This design comes from an exercise in tuning for small area, a short achievable clock period and few clock cycles per item on the open sky130 flow, not from production work.
Only simulation tests tie the RTL to the original design; equivalence was not proved.
Power figures rest on the tool's default switching activity, not on a simulated workload.

==> module pp_reduction_sequencer, before the edit <==
module pp_reduction_sequencer #(
    parameter int WIDTH  = 128,
    parameter int MAX_PP = 16,
    parameter int CNT_W  = 5
) (
    input  logic             clk,
    input  logic             rst,
    input  logic             start,
    input  logic [CNT_W-1:0] pp_count,
    output logic             busy,
    output logic             err,
    input  logic             in_valid,
    output logic             in_ready,
    input  logic [WIDTH-1:0] in_pp0,
    input  logic [WIDTH-1:0] in_pp1,
    output logic             out_valid,
    input  logic             out_ready,
    output logic [WIDTH-1:0] out_result
);
    localparam logic [CNT_W-1:0] c_MAX_PP = CNT_W'(MAX_PP);
    localparam logic [CNT_W-1:0] c_ONE    = CNT_W'(1);
    localparam int BW = 16;
    localparam int NB = WIDTH / BW;
    logic             r_active;      
    logic             r_first;       
    logic             r_odd;
    logic [CNT_W-1:0] r_beats_left;
    logic             r_mask1;       
    logic             r_res_valid;   
    logic             r_err;
    logic [WIDTH-1:0] r_acc;
    logic [NB-1:0]    r_cb;          
    logic [NB-1:0]    w_base_cb;
    logic [NB-1:0]    w_cb_next;
    logic [WIDTH-1:0] w_acc_next;
    logic [WIDTH-1:0] w_carries;
    logic             w_count_ok;
    logic [CNT_W-1:0] w_beats_init;
    logic             w_last_beat;
    logic             w_beat_fire;
    logic             w_res_take;
    logic             w_start_take;
    logic [WIDTH-1:0] w_base;
    logic [WIDTH-1:0] w_lane1;
    logic [WIDTH-1:0] w_csa_s;
    logic [WIDTH-1:0] w_csa_c;
    assign w_count_ok   = (pp_count != '0) && (pp_count <= c_MAX_PP);
    assign w_beats_init = (pp_count >> 1) + {{(CNT_W-1){1'b0}}, pp_count[0]};
    assign w_last_beat  = (r_beats_left == c_ONE);
    assign in_ready     = r_active && !(r_res_valid && !out_ready);
    assign w_beat_fire  = in_valid && in_ready;
    assign w_res_take   = r_res_valid && out_ready;
    assign busy         = r_active;
    assign w_start_take = start && !busy;
    assign w_base  = r_first ? '0 : r_acc;
    assign w_lane1 = r_mask1 ? '0 : in_pp1;
    assign w_csa_s = w_base ^ in_pp0 ^ w_lane1;
    assign w_csa_c = {(w_base[WIDTH-2:0] & in_pp0[WIDTH-2:0]) |
                      (w_base[WIDTH-2:0] & w_lane1[WIDTH-2:0]) |
                      (in_pp0[WIDTH-2:0] & w_lane1[WIDTH-2:0]), 1'b0};
    assign w_base_cb = r_first ? '0 : r_cb;
    for (genvar b = 0; b < NB; b++) begin : g_blk
        logic [BW+1:0] w_t;
        pp_blk_add_bk u_add (
            .a ({1'b0, w_csa_s[b*BW +: BW], 1'b1}),
            .b ({1'b0, w_csa_c[b*BW +: BW], (b == 0) ? 1'b0 : w_base_cb[b]}),
            .y (w_t)
        );
        assign w_acc_next[b*BW +: BW] = w_t[BW:1];
        assign w_cb_next[b]           = w_t[BW+1];
    end
    always_ff @(posedge clk) begin
        if (w_beat_fire) begin
            r_acc <= w_acc_next;
            r_cb  <= {w_cb_next[NB-2:0], 1'b0};
        end
    end
    for (genvar b = 0; b < NB; b++) begin : g_res
        assign w_carries[b*BW +: BW] = {{(BW-1){1'b0}}, (b == 0) ? 1'b0 : r_cb[b]};
    end
    always_ff @(posedge clk) begin
        if (rst) begin
            r_active     <= 1'b0;
            r_first      <= 1'b0;
            r_odd        <= 1'b0;
            r_mask1      <= 1'b0;
            r_beats_left <= '0;
            r_res_valid  <= 1'b0;
            r_err        <= 1'b0;
        end else begin
            r_err <= w_start_take && !w_count_ok;
            if (w_res_take) begin
                r_res_valid <= 1'b0;
            end
            if (w_beat_fire) begin
                r_first      <= 1'b0;
                r_beats_left <= r_beats_left - c_ONE;
                r_mask1      <= r_odd && (r_beats_left == CNT_W'(2));
                if (w_last_beat) begin
                    r_active    <= 1'b0;
                    r_res_valid <= 1'b1;
                end
            end
            if (w_start_take && w_count_ok) begin
                r_active     <= 1'b1;
                r_first      <= 1'b1;
                r_odd        <= pp_count[0];
                r_beats_left <= w_beats_init;
                r_mask1      <= (pp_count == c_ONE);
            end
        end
    end
    assign err        = r_err;
    assign out_valid  = r_res_valid;
    pp_out_add_sk u_res (
        .a (r_acc),
        .b (w_carries),
        .y (out_result)
    );
endmodule
==> flow/config.mk <==
export PLATFORM = sky130hd
export DESIGN_NAME = pp_reduction_sequencer
export DESIGN_NICKNAME = pp_reduction_sequencer
export VERILOG_FILES = /design/flow/design.v
export SDC_FILE = /design/flow/constraint.sdc
export NUM_CORES = 4
export LEC_CHECK = 0
export CAP_MARGIN = 20
export CORE_MARGIN = 2
export CORE_UTILIZATION = 55
export PLACE_DENSITY = 0.75
export SLEW_MARGIN = 20
==> flow/constraint.sdc <==
create_clock -name core_clock -period 4.0 [get_ports {clk}]
set_input_delay 0.8000 -clock core_clock [delete_from_list [all_inputs] [get_ports {clk}]]
set_output_delay 0.8000 -clock core_clock [all_outputs]
set_load 0.01 [all_outputs]
standard.sh (not shown) runs the stock make flow with config.mk's settings and CLKGATE_MAP_FILE= SYNTH_SCRIPT=/design/flow/synth_recipe.tcl, a recipe that flattens the netlist after the stock synthesis.
==> flow/flow/run.sh <==
#!/bin/bash
# Standard ORFS layout, except that the port buffers are plain buf_1 cells
# (resizing may still upsize them) instead of the default delay buffers.
set -euo pipefail
bash standard.sh BUFFER_PORTS_ARGS="-buffer_cell sky130_fd_sc_hd__buf_1" finish > make_finish.log 2>&1
The first run produced a layout that fails on setup timing.
Testbench counts at the start, summed over its fixed seeds: cycles 10,936, items 2,000.
Edit:
--- a/flow/design.v
+++ b/flow/design.v
@@ -1836,5 +1836,5 @@
     assign w_beat_fire  = in_valid && in_ready;
     assign w_res_take   = r_res_valid && out_ready;
-    assign busy         = r_active;
+    assign busy         = r_active && !(w_beat_fire && w_last_beat);
     assign w_start_take = start && !busy;
     assign w_base  = r_first ? '0 : r_acc;
The new run completed without violations.
Clock skew barely changes.
Synthesized area went up by 1.4%.
Total power is lower by 7.2%.
Final area went down by 4.1%.
Utilization came out lower by 4.6 points.
Die area is higher by 1.4%.
Clock-buffer cell count is lower by 3.
Synthesized cell count is higher by 2.7%.
Combinational power went down by 14%.
Routed wire length falls by 6.2%.
Worst setup slack gains 480 ps.
Fmax went up by 12%.
Global-route usage falls by 1.7 points.
Register-to-register slack improves by 250 ps.
Testbench counts after the change, summed over its fixed seeds: cycles 8,944, items 2,000.

[afterwards: timing with drivers on the ports]
No port has a modelled driver above. Below, the same layouts with a new extraction and two added sets of constraints.
Step 1: set_driving_cell puts a clkbuf_16 on clk and a buf_2 on each other input, an assumption about the parent block.
Step 2 adds t to the input delays and takes it off the output delays; t is the mean of the earliest and latest rising clock arrival at the registers after step 1. Input paths then give back, and output paths get back, about the clock's delay inside the block.
Three values: ideal, step 1, step 2; two values: the first two.
run	t, ns	setup WS [ns]	hold slack, ns	latest minus earliest clock arrival (ns)	pins driven straight from the clock port
the first run	0.477	-0.369 / -0.418 / -0.376	0.491 / 0.491 / 0.491	0.014 / 0.014	1
the second run	0.471	0.111 / 0.061 / -0.123	0.495 / 0.495 / 0.495	0.011 / 0.011	1
With both steps, setup timing fails in the second run, where it was met with ideal ports. The setup slack of the second run, which loses most, moves by -0.050 ns with the drivers and by -0.234 ns with both steps.
